Context: an optimization exercise on an open-source flow, tuned for small area. The choices shown serve that exercise and are no tape-out recipe.
Function was checked by simulation only, so behaviour that the tests miss may differ from the original.
Power and IR drop assume default switching activity. No driver is modelled on the clock port, so clocking that relies on it looks cheaper here than on a real chip.

### design/flow/design.v
package cjg_stack_pkg;
  localparam logic [1:0] OP_NONE = 2'b00;
  localparam logic [1:0] OP_POP  = 2'b01;
  localparam logic [1:0] OP_PUSH = 2'b10;
  localparam logic [1:0] OP_REPL = 2'b11;
  function automatic int sp_width(input int addrw);
    sp_width = addrw + 1;
  endfunction
endpackage
module cjg_stack_ram #(
  parameter int unsigned WIDTH = 32,
  parameter int unsigned DEPTH = 32
) (
  input  logic [WIDTH*DEPTH-1:0] rows,
  input  logic [DEPTH-1:0]       rsel,
  output logic [WIDTH-1:0]       rdata
);
  localparam int unsigned NG = DEPTH / 3;
  localparam int unsigned NR = DEPTH - 3 * NG;
  for (genvar b = 0; b < int'(WIDTH); b++) begin : g_bit
    logic [NG+NR-1:0] grp_n;
    for (genvar g = 0; g < int'(NG); g++) begin : g_grp
      cjg_stack_aoi3 u_aoi (
        .s (rsel[3*g +: 3]),
        .x ({rows[WIDTH*(3*g+2)+b], rows[WIDTH*(3*g+1)+b], rows[WIDTH*(3*g)+b]}),
        .y (grp_n[g])
      );
    end
    for (genvar k = 0; k < int'(NR); k++) begin : g_rest
      cjg_stack_nand2 u_nand (
        .a (rsel[3*NG+k]),
        .b (rows[WIDTH*(3*NG+k)+b]),
        .y (grp_n[NG+k])
      );
    end
    assign rdata[b] = ~&grp_n;
  end
endmodule
module cjg_stack_aoi3 (
  input  logic [2:0] s,
  input  logic [2:0] x,
  output logic       y
);
  assign y = ~|(s & x);
endmodule
module cjg_stack_nand2 (
  input  logic a,
  input  logic b,
  output logic y
);
  assign y = ~(a & b);
endmodule
module cjg_stack_and2 (
  input  logic a,
  input  logic b,
  output logic y
);
  assign y = a & b;
endmodule
module cjg_hw_stack #(
  parameter int unsigned WIDTH = 32,
  parameter int unsigned DEPTH = 32,
  parameter int unsigned ADDRW = 5
) (
  input  logic             clk,
  input  logic             reset,
  input  logic [WIDTH-1:0] d,
  input  logic             push,
  input  logic             pop,
  input  logic             clear,
  input  logic             err_clr,
  output logic [WIDTH-1:0] q,
  output logic [ADDRW:0]   sp,
  output logic             empty,
  output logic             full,
  output logic             overflow,
  output logic             underflow,
  input  logic             scan_in0,
  input  logic             scan_en,
  input  logic             test_mode,
  output logic             scan_out0
);
  localparam int unsigned SPW = cjg_stack_pkg::sp_width(ADDRW);
  localparam int unsigned NLO = 4;                
  localparam int unsigned NHI = DEPTH / NLO;      
  logic [WIDTH*DEPTH-1:0] mem;
  logic [DEPTH-1:0]       rsel;
  logic [DEPTH-1:0]       wsel;
  logic [ADDRW-1:0]       sp_inc;
  logic [ADDRW-1:0]       waddr;
  logic [NLO-1:0]         r_lo, w_lo;
  logic [NHI-1:0]         r_hi, w_hi;
  logic                   do_push;
  logic                   do_repl;
  logic                   do_pop;
  logic                   unused_dft;
  assign unused_dft = &{1'b0, scan_in0, scan_en, test_mode};
  assign scan_out0  = 1'b0;
  assign empty = (sp == '0);
  assign full  = sp[ADDRW];
  assign do_push = push & ~clear & (~pop | empty) & ~full;
  assign do_repl = push & pop & ~clear & ~empty;
  assign do_pop  = pop & ~push & ~clear & ~empty;
  assign sp_inc = sp[ADDRW-1:0] + ADDRW'(1);
  assign waddr  = do_push ? sp_inc : sp[ADDRW-1:0];
  always_comb begin
    for (int j = 0; j < int'(NLO); j++) begin
      r_lo[j] = (sp[1:0] == 2'(j));
      w_lo[j] = (waddr[1:0] == 2'(j)) & (do_push | do_repl);
    end
    for (int k = 0; k < int'(NHI); k++) begin
      r_hi[k] = (sp[ADDRW-1:2] == (ADDRW-2)'(k));
      w_hi[k] = (waddr[ADDRW-1:2] == (ADDRW-2)'(k));
    end
  end
  for (genvar i = 0; i < int'(DEPTH); i++) begin : g_sel
    cjg_stack_and2 u_rsel (.a (i == 0 ? full : r_lo[i % NLO]), .b (r_hi[i / NLO]), .y (rsel[i]));
    cjg_stack_and2 u_wsel (.a (w_lo[i % NLO]), .b (w_hi[i / NLO]), .y (wsel[i]));
  end
  for (genvar i = 0; i < int'(DEPTH); i++) begin : g_row
    always_ff @(posedge clk) begin
      if (wsel[i]) mem[WIDTH*i +: WIDTH] <= d;
    end
  end
  cjg_stack_ram #(
    .WIDTH (WIDTH),
    .DEPTH (DEPTH)
  ) u_rd (
    .rows  (mem),
    .rsel  (rsel),
    .rdata (q)
  );
  always_ff @(posedge clk or negedge reset) begin
    if (!reset) begin
      sp        <= '0;
      overflow  <= 1'b0;
      underflow <= 1'b0;
    end else begin
      if (clear) sp <= '0;
      else if (do_push) sp <= sp + SPW'(1);
      else if (do_pop) sp <= sp - SPW'(1);
      overflow  <= ~clear & ((push & ~pop & full) | (overflow & ~err_clr));
      underflow <= ~clear & ((pop & ~push & empty) | (underflow & ~err_clr));
    end
  end
endmodule
### design/flow/flow/run.sh
#!/bin/bash
# The standard ORFS layout (standard.sh, standard synthesis unchanged) with
# these placement/CTS options changed:
#  - buffer_ports inserts sky130_fd_sc_hd__buf_2 on every input and output port
#    instead of the delay buffer (clkdlybuf4s50_1) it picks by default;
#  - before global placement, flow/upsz.tcl gives the high-fanout select-line
#    drivers their 4x-drive variant;
#  - CTS clusters up to 30 sinks within 100 um per leaf buffer and inserts no
#    dummy loads.
# The full make output goes to standard.log; each ORFS step keeps its own log
# under orfs/logs/.
set -euo pipefail
bash standard.sh \
  "BUFFER_PORTS_ARGS=-buffer_cell sky130_fd_sc_hd__buf_2" \
  "PRE_GLOBAL_PLACE_TCL=$PWD/flow/upsz.tcl" \
  "CTS_ARGS=-sink_clustering_enable -repair_clock_nets -dont_use_dummy_load -sink_clustering_size 30 -sink_clustering_max_diameter 100" \
  finish > standard.log 2>&1
### design/flow/flow/upsz.tcl
# PRE_GLOBAL_PLACE hook: give each logic gate that drives 16 or more loads (the
# row and column select lines) its 4x-drive variant before placement, so
# repair_design does not have to split these nets with buffers.
set db [ord::get_db]
set nup 0
foreach net [[ord::get_db_block] getNets] {
  if {[$net getSigType] ne "SIGNAL"} continue
  set drv ""
  set nl 0
  foreach it [$net getITerms] {
    if {[$it isOutputSignal]} { set drv $it } else { incr nl }
  }
  if {$drv eq "" || $nl < 16} continue
  set inst [$drv getInst]
  set m [[$inst getMaster] getName]
  if {![regexp {^(sky130_fd_sc_hd__[a-z0-9]+)_([0-9]+)$} $m -> base sz]} continue
  if {[string match "*df*" $base] || $sz >= 4} continue
  set nm [$db findMaster "${base}_4"]
  if {$nm eq "NULL"} continue
  $inst swapMaster $nm
  incr nup
}
puts "upsz: resized $nup drivers"
### design/flow/standard.sh
#!/bin/bash
# synth_recipe.tcl (not shown) runs the flow's synth.tcl, then flattens the netlist and writes it again
# the make line also repeats each setting of config.mk as NAME=value (left out here)
make -C /OpenROAD-flow-scripts/flow DESIGN_CONFIG=/design/flow/config.mk WORK_HOME=/design/flow/orfs CLKGATE_MAP_FILE= SYNTH_SCRIPT=/design/flow/synth_recipe.tcl "${@:-finish}"
### design/flow/config.mk
export PLATFORM = sky130hd
export DESIGN_NAME = cjg_hw_stack
export DESIGN_NICKNAME = cjg_hw_stack
export VERILOG_FILES = /design/flow/design.v
export SDC_FILE = /design/flow/constraint.sdc
export NUM_CORES = 4
export LEC_CHECK = 0
export CAP_MARGIN = 20
export CORE_MARGIN = 2
export CORE_UTILIZATION = 40
export SLEW_MARGIN = 20
export SYNTH_HIERARCHICAL = 1
### design/flow/constraint.sdc
create_clock -name core_clock -period 6.0 [get_ports {clk}]
set_input_delay 1.2000 -clock core_clock [delete_from_list [all_inputs] [get_ports {clk}]]
set_output_delay 1.2000 -clock core_clock [all_outputs]
set_load 0.01 [all_outputs]
==> metrics.cfg, run 1 <==
[synthesis]
yosysMostFrequentCell=edfxtp_1
ys_seq_area_frac=0.8461
synthTopCellsByArea=edfxtp_1 84%, a222oi_1 8.8%, nand4_1 1.7%
yosys.area.top_type_share=0.8406
syn_area_mm2=0.03658
yosysWarnings=7
yosysTopAreaCell=edfxtp_1
synth_area_per_cell_um2=20.82
ys_ff_latch=1032
netlist_instances=1757
synthTopCellsByCount=1024 x edfxtp_1, 320 x a222oi_1, 99 x nand4_1
syn_nets=1807
synth-async-reset-ratio=0.007752
synth-edff-count=1024
synth.distinct_cells=55
dominantRegCellSynth=edfxtp_1

[cts]
insertion_delay_ns=0.62
cts_hold_buf=0
cts_buffers=40
post_cts_buffers=0
cts-root-buf=clkbuf_16
cts_tree=yes
cts_max_level=2
cts.clk_slew.worst_paths_ns=0.11
clk_path_buf_depth=3
cts_sinks=1032
cts_resized=0

[floorplanning]
die_area_mm2=0.09389
start_util=0.4052
die_w_um=306.4
core_mm2=0.09029
ios=84
dieHeight_um=306.4
placementRows=110

[placed_design]
dp_hpwl_mm=47.46
place_area_mm2=0.03856
gp_congestion=0.7791
portBuffers=79

[critical_path]
crit_type=flop to primary output
max_stage_delay_ns=0.65
critical_path_required_ns=4.80
worstPathArrival_ns=3.73
path_max_fanout=32
crit_chain=inv_1, ha_1, and2_4, a222oi_1, nand4_1, or3_1, buf_2
start_kind=flop
crit_slowest_cell=dfrtp_1
endpoint_kind=primary output

[grt]
grt_pass1_wl_mm=132.9
first_global_vias=18970
grt_start_max_net_pins=33
grtUsageTotal=0.1967
antenna_found_initial=3
grt_overflow=0

[detailed_routing]
drt-total-wl_mm=95.24
drc_errors=0
vias=19450
wl_met2_mm=48.76
wl_met1_mm=35.83
drt_iter0_markers=3795
dr.pass1.iters=6
ant_nets=0
vias_per_cell=6.397
highest_layer=met5
routedWlPerCell_um=31.32
wl_met3_mm=8.378

[timing]
setup_tns_ns=0
setup_viol=0
maxSlewViolCount=0
max_slew_margin=0.4718
grt_setup_unrepaired=no
fin_skew_ns=0.03754
max_clock_freq_mhz=202.7
tightest_slew_ns=0.7923
post-route-period-util=0.8221
min_period_ns=4.933
final-hold-violation-count=0

[final_layout]
syn2layout_area_growth_pct=8.144
seq_area_mm2=0.03095
drive_gt1_frac=0.1041
fillers=7667
design_area_mm2=0.03956
multi_input_area_mm2=0.005710
fin_nets=1916

[status]
status=no timing/DRC/antenna violations

[hold_path]
min_path_type=primary input to async pin

[power_and_ir_drop]
p_total_mw=13.57
cellPowerDensity_mw_per_mm2=343.1
leakagePower_nw=11.87
max-vdd-ir-drop_v=0.0002073

[flow_run]
cap_violations=0

-- placed cells by master, fill, tap and decap left out, drive strengths merged, types with 3 or more instances in the layout --
| cell type | n |
|---|---|
| a21oi | 12 |
| dfrtp | 8 |
| o21ai | 8 |
| or3 | 34 |
| and2 | 68 |
| nor3b | 3 |
| nor2 | 12 |
| nand3 | 7 |
| nand4 | 99 |
| nor2b | 7 |
| buf | 79 |
| inv | 8 |
| a31oi | 4 |
| o2bb2ai | 3 |
| edfxtp | 1024 |
| a222oi | 320 |
| and3 | 3 |
| a211oi | 3 |
| nor3 | 7 |
| a21boi | 4 |
| clkbuf | 40 |
| ha | 8 |
| nand2 | 74 |
-- worst max-delay path, delay by kind of cell (launching register included) --
kind	cells	cell delay, ns
buffers and inverters	2	0.47
and+or+nand+nor	3	1.17
adders and majority gates	1	0.39
DFF	1	0.65
AOI/OAI and AO/OA	1	0.44
-- area by class of cell --
type	instances	share of cell area
timing repair buffer	79	0.009994
sequential	1032	0.7823
inverter	8	0.0007591
tap	1176	0.03719
multi-input combinational	705	0.1443
clock buffer	40	0.02530
antenna	1	0.00006326
-- flip-flops by register name, summed over array words and instances (netlist names) --
signal / cells
underflow: 1
sp: 6
overflow: 1
mem: 1024
-- per-module statistics from Yosys, one instance, submodules excluded, excerpt --
module           cell area (µm²)  times used
cjg_hw_stack               31940           1
cjg_stack_aoi3             10.01         320
cjg_stack_and2             6.256          64
cjg_stack_nand2            3.754          64
-- logic make-up (layout without fill, tap and decap cells) --
logic type | count (synthesis) | after routing | synth area share
buffers and inverters | 20 | 127 | 0.002565
AND/OR/NAND/NOR | 320 | 320 | 0.04922
adder cells (fa/ha/maj) | 9 | 9 | 0.003284
XOR/XNOR | 1 | 1 | 0.0002395
flip-flops | 1032 | 1032 | 0.8461
other | 1 | 2 | 0.0001025
AO/OA/AOI/OAI | 373 | 373 | 0.09827
multiplexers | 1 | 1 | 0.0002736
-- where the power goes --
part,switching (mW),internal [mW],leakage (nW),total [mW]
sequential,0.101,8.11,9.32,8.22
combinational,1.48,0.708,2.06,2.19
clock,1.96,1.21,0.493,3.17
-- metal layers --
| metal | up-vias | global-route usage |
|---|---|---|
| met5 | - | 0 |
| met1 | 10140 | 0.2507 |
| met4 | 4 | 0.05244 |
| met2 | 1006 | 0.3520 |
| li1 | 8162 | - |
| met3 | 143 | 0.02772 |
-- final timing paths --
check	slack (ns)	depth (start not counted)	startpoint	endpoint
worst max-delay path	1.07	7	sp[0]$_DFFE_PN0P_	q[25]
worst max register to register	1.90	7	sp[0]$_DFFE_PN0P_	mem[561]$_DFFE_PP_
max in group asynchronous	5.39	1	reset	sp[5]$_DFFE_PN0P_
worst min-delay path	0.42	1	reset	sp[4]$_DFFE_PN0P_
min in group core_clock	0.65	3	underflow$_DFF_PN0_	underflow$_DFF_PN0_
worst min register to register	0.65	3	underflow$_DFF_PN0_	underflow$_DFF_PN0_
-- through the flow --
stage / utilization / instances / worst slack, ns / hold slack (ns)
6_report: 0.4382 / 3041 / 1.067 / 0.4206
5_1_grt: 0.4381 / 3040 / 0.8618 / 0.4050
4_1_cts: 0.4381 / 3040 / 1.049 / 0.3971
3_5_place_dp: 0.4271 / 3000 / 1.725 / 0.6172
3_3_place_gp: 0.4271 / 3000 / 1.769 / 0.6068
2_1_floorplan: - / 1757 / 2.311 / 0.6461
==> inputs of run 2 (changes only) <==
--- a/design/flow/design.v
+++ b/design/flow/design.v
@@ -87,6 +87,4 @@
   logic [DEPTH-1:0]       rsel;
   logic [DEPTH-1:0]       wsel;
-  logic [ADDRW-1:0]       sp_inc;
-  logic [ADDRW-1:0]       waddr;
   logic [NLO-1:0]         r_lo, w_lo;
   logic [NHI-1:0]         r_hi, w_hi;
@@ -102,15 +100,11 @@
   assign do_repl = push & pop & ~clear & ~empty;
   assign do_pop  = pop & ~push & ~clear & ~empty;
-  assign sp_inc = sp[ADDRW-1:0] + ADDRW'(1);
-  assign waddr  = do_push ? sp_inc : sp[ADDRW-1:0];
   always_comb begin
-    for (int j = 0; j < int'(NLO); j++) begin
-      r_lo[j] = (sp[1:0] == 2'(j));
-      w_lo[j] = (waddr[1:0] == 2'(j)) & (do_push | do_repl);
-    end
-    for (int k = 0; k < int'(NHI); k++) begin
-      r_hi[k] = (sp[ADDRW-1:2] == (ADDRW-2)'(k));
-      w_hi[k] = (waddr[ADDRW-1:2] == (ADDRW-2)'(k));
-    end
+    for (int j = 0; j < int'(NLO); j++) r_lo[j] = (sp[1:0] == 2'(j));
+    for (int k = 0; k < int'(NHI); k++) r_hi[k] = (sp[ADDRW-1:2] == (ADDRW-2)'(k));
+    for (int j = 0; j < int'(NLO); j++)
+      w_lo[j] = (do_repl & r_lo[j]) | (do_push & r_lo[(j + int'(NLO) - 1) % int'(NLO)]);
+    for (int k = 0; k < int'(NHI); k++)
+      w_hi[k] = (do_push & r_lo[NLO-1]) ? r_hi[(k + int'(NHI) - 1) % int'(NHI)] : r_hi[k];
   end
   for (genvar i = 0; i < int'(DEPTH); i++) begin : g_sel
@@ -131,4 +125,15 @@
     .rdata (q)
   );
+  logic [SPW-1:0] all1, all0, sp_n;
+  always_comb begin
+    all1[0] = 1'b1;
+    all0[0] = 1'b1;
+    for (int i = 1; i < int'(SPW); i++) begin
+      all1[i] = all1[i-1] & sp[i-1];
+      all0[i] = all0[i-1] & ~sp[i-1];
+    end
+    for (int i = 0; i < int'(SPW); i++)
+      sp_n[i] = ~clear & (sp[i] ^ ((do_push & all1[i]) | (do_pop & all0[i])));
+  end
   always_ff @(posedge clk or negedge reset) begin
     if (!reset) begin
@@ -137,7 +142,5 @@
       underflow <= 1'b0;
     end else begin
-      if (clear) sp <= '0;
-      else if (do_push) sp <= sp + SPW'(1);
-      else if (do_pop) sp <= sp - SPW'(1);
+      sp        <= sp_n;
       overflow  <= ~clear & ((push & ~pop & full) | (overflow & ~err_clr));
       underflow <= ~clear & ((pop & ~push & empty) | (underflow & ~err_clr));
==> metrics.cfg, run 2 <==
[detailed_routing]
drt_iter0_markers=3906
vias_per_cell=6.490
drt-total-wl_mm=100.9
vias=19420
drc_errors=0
routedWlPerCell_um=33.74
dr.pass1.iters=9
ant_nets=0

[synthesis]
yosysMostFrequentCell=edfxtp_1
synth-edff-count=1024
synth_area_per_cell_um2=21.20
synthTopCellsByArea=edfxtp_1 85%, a222oi_1 8.9%, nand4_1 1.7%
synthTopCellsByCount=1024 x edfxtp_1, 320 x a222oi_1, 96 x nand4_1
ys_ff_latch=1032
syn_nets=1748
synth-async-reset-ratio=0.007752
netlist_instances=1707
yosys.area.top_type_share=0.8496
syn_area_mm2=0.03619
yosysTopAreaCell=edfxtp_1
dominantRegCellSynth=edfxtp_1
yosysWarnings=7
synth.distinct_cells=38
ys_seq_area_frac=0.8552

[final_layout]
fin_nets=1857
layout_common_cells=1024 x edfxtp_1, 320 x a222oi_1, 96 x nand4_1
largest_reg_flops=1024
syn2layout_area_growth_pct=8.180
design_area_mm2=0.03915
top_register=mem
post-route-util=0.4356
reg_top3=mem: 1024 flops, sp: 6 flops
drive_gt1_frac=0.1042
layout_commonest_cell=edfxtp_1

[cts]
cts-root-buf=clkbuf_16
cts_hold_buf=0
insertion_delay_ns=0.61
post_cts_buffers=0
clk_path_buf_depth=3
cts_buffers=40
cts_resized=0
cts_sinks=1032
cts_max_level=2
cts.clk_slew.worst_paths_ns=0.10
cts_tree=yes

[floorplanning]
placementRows=110
core_mm2=0.08987
dieHeight_um=304.8
die_area_mm2=0.09290
die_w_um=304.8
start_util=0.4027
ios=84

[timing]
grt_setup_unrepaired=no
setup_viol=0
setup_tns_ns=0
final-hold-violation-count=0
post-route-period-util=0.7758
fin_skew_ns=0.02639
max_slew_margin=0.3366
max_clock_freq_mhz=214.8
min_period_ns=4.655
maxSlewViolCount=0
tightest_slew_ns=0.9847

[power_and_ir_drop]
p_total_mw=11.39
max-vdd-ir-drop_v=0.0001986
cellPowerDensity_mw_per_mm2=291.0
leakagePower_nw=11.83

[critical_path]
worstPathArrival_ns=3.45
crit_slowest_cell=dfrtp_1
crit_chain=or3_1, inv_1, and2_4, a222oi_1, nand4_1, or3_1, buf_2
critical_path_required_ns=4.80
max_stage_delay_ns=0.56
endpoint_kind=primary output
path_max_fanout=32
worst_path_most_repeated_cell=or3_1
start_kind=flop
crit_type=flop to primary output

[placed_design]
portBuffers=79
gp_congestion=0.7590
dp_hpwl_mm=46.72
place_area_mm2=0.03815

[flow_run]
cap_violations=0

[grt]
antenna_found_initial=5
grt_overflow=0
grtUsageTotal=0.2121
first_global_vias=19010
grt_pass1_wl_mm=140.1
grt_start_max_net_pins=33

[hold_path]
min_path_type=primary input to async pin

[status]
status=no timing/DRC/antenna violations

-- run 2: cell count changes in the layout (fill, tap and decap cells not counted), sizes merged, moves of 3 or more --
cell,before,now
ha,8,0
nand2,74,82
nand3,7,1
a21oi,12,7
inv,8,3
a21boi,4,0
a31oi,4,0
nand3b,0,4
nor2,12,8
nor3,7,4
o2bb2ai,3,0
-- run 2: area by class of cell --
class	count	area (µm²)
repair buffers	79	395.4
diodes	2	5.005
well taps	1176	1471
clock buffers	40	1001
fillers	7618	50720
flip-flops and latches	1032	30950
multi-input cells	660	5318
inverters	3	11.26
-- run 2: logic make-up (layout without fill, tap and decap cells) --
logic type,Yosys count,in the layout,synth area share
DFF,1032,1032,0.8552
AOI/OAI and AO/OA,345,345,0.09341
and+or+nand+nor,311,311,0.04799
buffers and inverters,15,122,0.002316
muxes,3,3,0.001002
other,1,3,0.0001036
-- run 2: per-module statistics from Yosys (local to each module, per instance), excerpt --
module	cells inside	copies in the design	cell area [µm²]	flip-flops and latches
cjg_hw_stack	1131	1	31550	1032
cjg_stack_nand2	1	64	3.754	0
cjg_stack_and2	1	64	6.256	0
cjg_stack_aoi3	1	320	10.01	0
-- run 2: report_power, final --
group	leakage (nW)	total (mW)	internal, mW	switching (mW)
sequential	9.32	7.94	7.93	0.00848
clock	0.493	3.20	1.21	1.99
combinational	2.01	0.251	0.0539	0.197
-- run 2: metal layers --
metal  GRT usage  vias up  wire length, µm
li1            -     7941                -
met1      0.2706    10110            36870
met2      0.3663     1171            50180
met3     0.03386      197             9989
met4     0.07886        0             3905
met5           0        -                0
-- run 2: through the flow --
step,instances,worst slack (ns),hold slack (ns)
after global placement,2950,1.987,0.5196
final,2992,1.345,0.4315
after floorplan,1707,2.522,0.5634
after global routing,2991,1.148,0.4270
after CTS,2990,1.297,0.4143
after detailed placement,2950,1.954,0.5535
-- run 2: path summary, 6_finish.rpt --
check / startpoint / to / slack (ns) / depth (start not counted)
setup / recovery: sp[2]$_DFF_PN0_ / q[3] / 1.35 / 7
hold / removal: reset / sp[0]$_DFF_PN0_ / 0.43 / 1
setup reg to reg: sp[2]$_DFF_PN0_ / mem[561]$_DFFE_PP_ / 2.43 / 5
hold reg to reg: overflow$_DFF_PN0_ / overflow$_DFF_PN0_ / 0.57 / 2
max in group asynchronous: reset / sp[5]$_DFF_PN0_ / 5.40 / 1
min in group core_clock: overflow$_DFF_PN0_ / overflow$_DFF_PN0_ / 0.57 / 2
-- run 2: worst max-delay path, delay by kind of cell (launching register included) --
kind / cells / cell delay (ns)
flops: 1 / 0.56
buf+inv: 2 / 0.35
compound gates: 1 / 0.44
simple gates: 4 / 1.49
==> inputs of run 3 (changes only) <==
==> design/flow/flow/run.sh (replaced) <==
#!/bin/bash
# The standard ORFS layout (standard.sh, standard synthesis unchanged) with
# these placement/CTS options changed:
#  - buffer_ports inserts sky130_fd_sc_hd__buf_1 on every input and output port
#    instead of the delay buffer (clkdlybuf4s50_1) it picks by default;
#  - before global placement, flow/upsz.tcl gives the high-fanout select-line
#    drivers their 4x-drive variant;
#  - CTS clusters up to 30 sinks within 100 um per clkbuf_16 leaf buffer, may
#    use smaller clock buffers above the leaves, and inserts no dummy loads.
# The full make output goes to standard.log; each ORFS step keeps its own log
# under orfs/logs/.
set -euo pipefail
bash standard.sh \
  "BUFFER_PORTS_ARGS=-buffer_cell sky130_fd_sc_hd__buf_1" \
  "PRE_GLOBAL_PLACE_TCL=$PWD/flow/upsz.tcl" \
  "CTS_ARGS=-sink_clustering_enable -repair_clock_nets -dont_use_dummy_load -sink_clustering_size 30 -sink_clustering_max_diameter 100 -buf_list {sky130_fd_sc_hd__clkbuf_4 sky130_fd_sc_hd__clkbuf_8 sky130_fd_sc_hd__clkbuf_16} -sink_clustering_buffer sky130_fd_sc_hd__clkbuf_16 -root_buf sky130_fd_sc_hd__clkbuf_8" \
  finish > standard.log 2>&1
==> metrics.cfg, run 3 <==
[status]
status=no timing/DRC/antenna violations

[critical_path]
critical_path_required_ns=4.80
path_max_fanout=32
start_kind=flop
crit_type=flop to primary output
endpoint_kind=primary output
worstPathArrival_ns=3.69

[floorplanning]
die_area_mm2=0.09290
placementRows=110
core_mm2=0.08987
ios=84
die_w_um=304.8
dieHeight_um=304.8
start_util=0.4027

[synthesis]
yosysTopAreaCell=edfxtp_1
synthTopCellsByArea=edfxtp_1 85%, a222oi_1 8.9%, nand4_1 1.7%
syn_area_mm2=0.03619
netlist_instances=1707
ys_seq_area_frac=0.8552
synth-edff-count=1024
ys_ff_latch=1032
synth.distinct_cells=38
yosys.area.top_type_share=0.8496
synthTopCellsByCount=1024 x edfxtp_1, 320 x a222oi_1, 96 x nand4_1
yosysMostFrequentCell=edfxtp_1
synth_area_per_cell_um2=21.20
synth-async-reset-ratio=0.007752
yosysWarnings=7
syn_nets=1748
dominantRegCellSynth=edfxtp_1

[placed_design]
dp_hpwl_mm=46.71
gp_congestion=0.7705
portBuffers=79
place_area_mm2=0.03806

[timing]
setup_viol=0
setup_tns_ns=0
fin_skew_ns=0.03282
max_clock_freq_mhz=204.6
maxSlewViolCount=0
grt_setup_unrepaired=no
min_period_ns=4.888
holdWs_ns=0.3949
final-hold-violation-count=0
tightest_slew_ns=0.9708
max_slew_margin=0.3460
post-route-period-util=0.8147

[flow_run]
cap_violations=0

[detailed_routing]
highest_layer=met5
drt_iter0_markers=3559
vias=19470
dr.pass1.iters=8
drt-total-wl_mm=101.5
wl_met2_mm=50.48
routedWlPerCell_um=33.92
vias_per_cell=6.505
drc_errors=0
ant_nets=0
wl_met1_mm=38.60
wl_met3_mm=9.291

[power_and_ir_drop]
leakagePower_nw=11.63
cellPowerDensity_mw_per_mm2=289.3
max-vdd-ir-drop_v=0.0001890

[cts]
clk_path_buf_depth=3
cts_hold_buf=0
cts_buffers=40
cts_tree=yes
cts_resized=0
cts_max_level=2
cts-root-buf=clkbuf_8
cts.clk_slew.worst_paths_ns=0.10
cts_sinks=1032
insertion_delay_ns=0.71
post_cts_buffers=0

[grt]
grtUsageTotal=0.2130
antenna_found_initial=5
grt_pass1_wl_mm=140.9
first_global_vias=18900
grt_overflow=0
grt_start_max_net_pins=33

[final_layout]
layout_commonest_cell=edfxtp_1
reg_top3=mem: 1024 flops, sp: 6 flops
design_area_mm2=0.03905
drive_gt1_frac=0.07819
fin_nets=1859
post-route-util=0.4345
layout_common_cells=1024 x edfxtp_1, 320 x a222oi_1, 96 x nand4_1
syn2layout_area_growth_pct=7.889
top_register=mem
largest_reg_flops=1024

[hold_path]
min_path_type=primary input to async pin

==> run 3: where the power goes <==
part	switching (mW)	internal [mW]	leakage (nW)
registers	0.00850	7.94	9.32
logic	0.198	0.0487	1.84
clock network	1.98	1.12	0.467
total	2.19	9.11	11.6
==> run 3: cell families (layout without fill, tap and decap cells) <==
kind of cell | Yosys count | in the layout | synth area share
AOI/OAI and AO/OA | 345 | 345 | 0.09341
DFF | 1032 | 1032 | 0.8552
buffers and inverters | 15 | 124 | 0.002316
muxes | 3 | 3 | 0.001002
other | 1 | 2 | 0.0001036
and+or+nand+nor | 311 | 311 | 0.04799
==> run 3: cell type report <==
class | instances | area (µm²)
antenna | 1 | 2.502
clock buffer | 40 | 944.7
fill | 7598 | 50830
inverter | 3 | 11.26
multi-input combinational | 660 | 5318
sequential | 1032 | 30950
tap | 1176 | 1471
timing repair buffer | 81 | 349.1
==> run 3: through the flow <==
stage               setup slack [ns]  cells  power [mW]
floorplan                      2.522   1707       8.183
global placement               1.969   2952       8.339
detailed placement             1.922   2952       8.356
CTS                            1.118   2992       11.34
global route                  0.9567   2993       11.58
finish                         1.112   2993       11.30
==> run 3: per-layer routing <==
| layer | vias to the layer above | global-route usage |
|---|---|---|
| li1 | 7939 | - |
| met1 | 10210 | 0.2776 |
| met4 | 2 | 0.06700 |
| met3 | 176 | 0.03254 |
| met2 | 1139 | 0.3678 |
| met5 | - | 0 |
==> run 3: path summary, 6_finish.rpt <==
kind,from,cells past startpoint,slack [ns],to
worst max-delay path,sp[0]$_DFF_PN0_,6,1.11,q[3]
worst min-delay path,reset,1,0.39,overflow$_DFF_PN0_
worst max register to register,sp[2]$_DFF_PN0_,5,2.52,mem[563]$_DFFE_PP_
worst min register to register,overflow$_DFF_PN0_,2,0.56,overflow$_DFF_PN0_
max in group asynchronous,reset,1,5.30,sp[5]$_DFF_PN0_
min in group core_clock,overflow$_DFF_PN0_,2,0.56,overflow$_DFF_PN0_
==> run 3: modules after synthesis, one instance, submodules excluded, a selection <==
| module | cell area, µm² | flops+latches | copies in the design | cells inside |
|---|---|---|---|---|
| cjg_hw_stack | 31550 | 1032 | 1 | 1131 |
| cjg_stack_and2 | 6.256 | 0 | 64 | 1 |
| cjg_stack_aoi3 | 10.01 | 0 | 320 | 1 |
| cjg_stack_nand2 | 3.754 | 0 | 64 | 1 |
==> run 3: critical path: stages, from the launching register on <==
cell      delay, ns
dfrtp_1        0.66
nor2b_1        0.65
and2_4         0.71
a222oi_1       0.24
nand4_1        0.25
or3_1          0.24
buf_1          0.21
==> inputs of run 4 (changes only) <==
==> design/flow/run.sh (new file) <==
#!/bin/bash
# synth_recipe.tcl (not shown) runs the flow's synth.tcl, then flattens the netlist and writes it again
# the make line also repeats each setting of config.mk as NAME=value (left out here)
make -C /OpenROAD-flow-scripts/flow DESIGN_CONFIG=/design/flow/config.mk WORK_HOME=/design/flow/orfs CLKGATE_MAP_FILE= SYNTH_SCRIPT=/design/flow/synth_recipe.tcl finish
--- a/design/flow/config.mk
+++ b/design/flow/config.mk
@@ -9,4 +9,6 @@
 export CORE_MARGIN = 2
 export CORE_UTILIZATION = 40
+export CTS_CLUSTER_DIAMETER = 100
+export CTS_CLUSTER_SIZE = 30
 export SLEW_MARGIN = 20
 export SYNTH_HIERARCHICAL = 1
removed: design/flow/flow/run.sh
removed: design/flow/flow/upsz.tcl
removed: design/flow/standard.sh
==> metrics.cfg, run 4 <==
[synthesis]
yosysWarnings=7
yosys.area_share.simple=0.04799
synth_top_family_by_area=compound AO/OA/AOI/OAI gates
synth-edff-count=1024
dominantRegCellSynth=edfxtp_1
synth_compound_area_frac=0.09341
synth_area_per_cell_um2=21.20
yosysTopAreaCell=edfxtp_1
yosys.area.top_type_share=0.8496
synth-async-reset-ratio=0.007752
synth.distinct_cells=38
synthTopCellsByArea=edfxtp_1 85%, a222oi_1 8.9%, nand4_1 1.7%
ys_ff_latch=1032
yosysMostFrequentCell=edfxtp_1
netlist_instances=1707
synth_xor_area_frac=0
synth_fa_ha_area_frac=0
synth_mux_area_frac=0.001003
syn_area_mm2=0.03619
syn_nets=1748
ys_seq_area_frac=0.8552
synthTopCellsByCount=1024 x edfxtp_1, 320 x a222oi_1, 96 x nand4_1

[cts]
cts_buffers=40
post_cts_buffers=0
cts.clk_slew.worst_paths_ns=0.12
cts_resized=0
clk_path_buf_depth=3
cts_tree=yes
cts_max_level=2
insertion_delay_ns=0.62
cts-root-buf=clkbuf_16
cts_hold_buf=0
cts_sinks=1032

[final_layout]
layout_common_cells=1024 x edfxtp_1, 320 x a222oi_1, 96 x nand4_1
drive_gt1_frac=0.09192
multi_input_area_mm2=0.005238
seq_area_mm2=0.03095
syn2layout_area_growth_pct=10.49
fillers=7545
reg_top3=mem: 1024 flops, sp: 6 flops
largest_reg_flops=1024
fin_nets=1913
post-route-util=0.4449
top_register=mem
layout_commonest_cell=edfxtp_1
insertedDiodeCount=0

[detailed_routing]
dr.pass1.iters=8
vias_per_cell=6.444
routedWlPerCell_um=33.05
drt_iter0_markers=4025
drt-total-wl_mm=101.1
ant_nets=0
drc_errors=0
vias=19710

[critical_path]
start_kind=flop
worstPathArrival_ns=4.20
crit_type=flop to primary output
path_max_fanout=32
endpoint_kind=primary output
critical_path_required_ns=4.80

[floorplanning]
core_mm2=0.08987
ios=84
die_w_um=304.8
placementRows=110
die_area_mm2=0.09290
start_util=0.4027
dieHeight_um=304.8

[grt]
grtUsageTotal=0.2122
grt_start_max_net_pins=33
grt_overflow=0
grt_pass1_wl_mm=140.9
antenna_found_initial=3
first_global_vias=19230

[power_and_ir_drop]
pwr-share-clk=0.289
cellPowerDensity_mw_per_mm2=289.7
power_frac_comb=0.025
p_total_mw=11.58
p_seq_frac=0.686
switching_power_mw=2.244
switching_share=0.1937
leakagePower_nw=12.08
p_int_mw=9.340
max-vdd-ir-drop_v=0.0002454

[timing]
post-route-period-util=0.9003
setup_viol=0
final-hold-violation-count=0
grt_setup_unrepaired=no
maxSlewViolCount=0
max_clock_freq_mhz=185.1
setup_tns_ns=0
min_period_ns=5.402
fin_skew_ns=0.01583
max_slew_margin=0.1958
tightest_slew_ns=1.206

[placed_design]
gp_congestion=0.8061
dp_hpwl_mm=56.58
portBuffers=79

[flow_run]
cap_violations=0

[status]
status=no timing/DRC/antenna violations

[hold_path]
min_path_type=flop to flop

## run 4: cell counts after synthesis
No cell type changed its count.
## run 4: cell type report
cell class / count / area share
repair buffers: 135 / 0.03004
inverters: 3 / 0.0002816
clock buffers: 48 / 0.02631
clock inverters: 4 / 0.001596
multi-input cells: 660 / 0.1310
well taps: 1176 / 0.03680
flip-flops and latches: 1032 / 0.7740
## run 4: kinds of logic after synthesis
| logic type | Yosys count |
|---|---|
| flip-flops | 1032 |
| AND/OR/NAND/NOR | 311 |
| multiplexers | 3 |
| other | 1 |
| buffers and inverters | 15 |
| AO/OA/AOI/OAI | 345 |
## run 4: critical path: stages, from the launching register on
cell and delay, ns:
dfrtp_1 0.63, nor2b_1 0.56, and2_2 1.04, a222oi_1 0.31, nand4_1 0.17, or3_1 0.26
clkdlybuf4s50_1 0.59
## run 4: per-stage QoR
step | worst slack, ns | std cells | area [µm²] | hold slack (ns)
2_1_floorplan | 2.522 | 1707 | 36190 | 0.5634
3_3_place_gp | 1.412 | 3006 | 38880 | 0.5312
3_5_place_dp | 1.377 | 3006 | 38880 | 0.5515
4_1_cts | 0.6677 | 3058 | 40000 | 0.5656
5_1_grt | 0.4934 | 3058 | 39990 | 0.5846
6_report | 0.5980 | 3058 | 39990 | 0.5652
## run 4: modules after synthesis (local to each module, per instance), excerpt
module | cells | flip-flops and latches
cjg_hw_stack | 1131 | 1032
cjg_stack_and2 | 1 | 0
cjg_stack_aoi3 | 1 | 0
cjg_stack_nand2 | 1 | 0
## run 4: final timing paths
| kind | end | cells after the start | slack [ns] | from |
|---|---|---|---|---|
| worst min register to register | overflow$_DFF_PN0_ | 2 | 0.57 | overflow$_DFF_PN0_ |
| worst max register to register | mem[48]$_DFFE_PP_ | 6 | 2.21 | sp[2]$_DFF_PN0_ |
| min in group asynchronous | sp[3]$_DFF_PN0_ | 1 | 0.85 | reset |
| max in group asynchronous | sp[4]$_DFF_PN0_ | 1 | 4.88 | reset |
| worst max-delay path | q[9] | 6 | 0.60 | sp[1]$_DFF_PN0_ |
| worst min-delay path | overflow$_DFF_PN0_ | 2 | 0.57 | overflow$_DFF_PN0_ |
## run 4: layer usage
layer / wire (µm) / track usage / vias to the layer above
li1: - / - / 8065
met5: 0 / 0 / -
met2: 50410 / 0.3638 / 1177
met1: 38370 / 0.2820 / 10290
met4: 2824 / 0.06793 / 0
met3: 9453 / 0.02733 / 175
## run 4: power groups by stage
| stage | clock network (mW) | registers (mW) | logic [mW] |
|---|---|---|---|
| after global placement | 0 | 8.11 | 0.274 |
| after floorplan | 0 | 8.11 | 0.0762 |
| final | 3.35 | 7.95 | 0.285 |
| after detailed placement | 0 | 8.11 | 0.285 |
| after global routing | 3.60 | 7.95 | 0.305 |
| after CTS | 3.40 | 7.95 | 0.286 |

[separate check: timing with driven ports]
In the flow no input, the clock included, has a driving cell. The finished layouts below were timed again as built, in two steps.
Step 1 sets driving cells, clkbuf_16 on the clock port and buf_2 on the other inputs (assumed; they add their load-dependent delay and slew).
Step 2 times the ports against the registers' clock, not the clock port: input delays grow and output delays shrink by t, the midpoint of the rising clock arrivals with the driver on.
a / b / c = no drivers / after step 1 / after step 2; a / b = the first two.
| run | t (ns) | setup WS [ns] | cell pins on the clock port's net |
|---|---|---|---|
| run 1 | 0.663 | 1.067 / 1.002 / 1.665 | 1 |
| run 2 | 0.663 | 1.345 / 1.276 / 1.940 | 1 |
| run 3 | 0.771 | 1.112 / 1.046 / 1.817 | 1 |
| run 4 | 0.682 | 0.598 / 0.531 / 1.213 | 1 |
After both steps setup and hold are still met in every run listed.
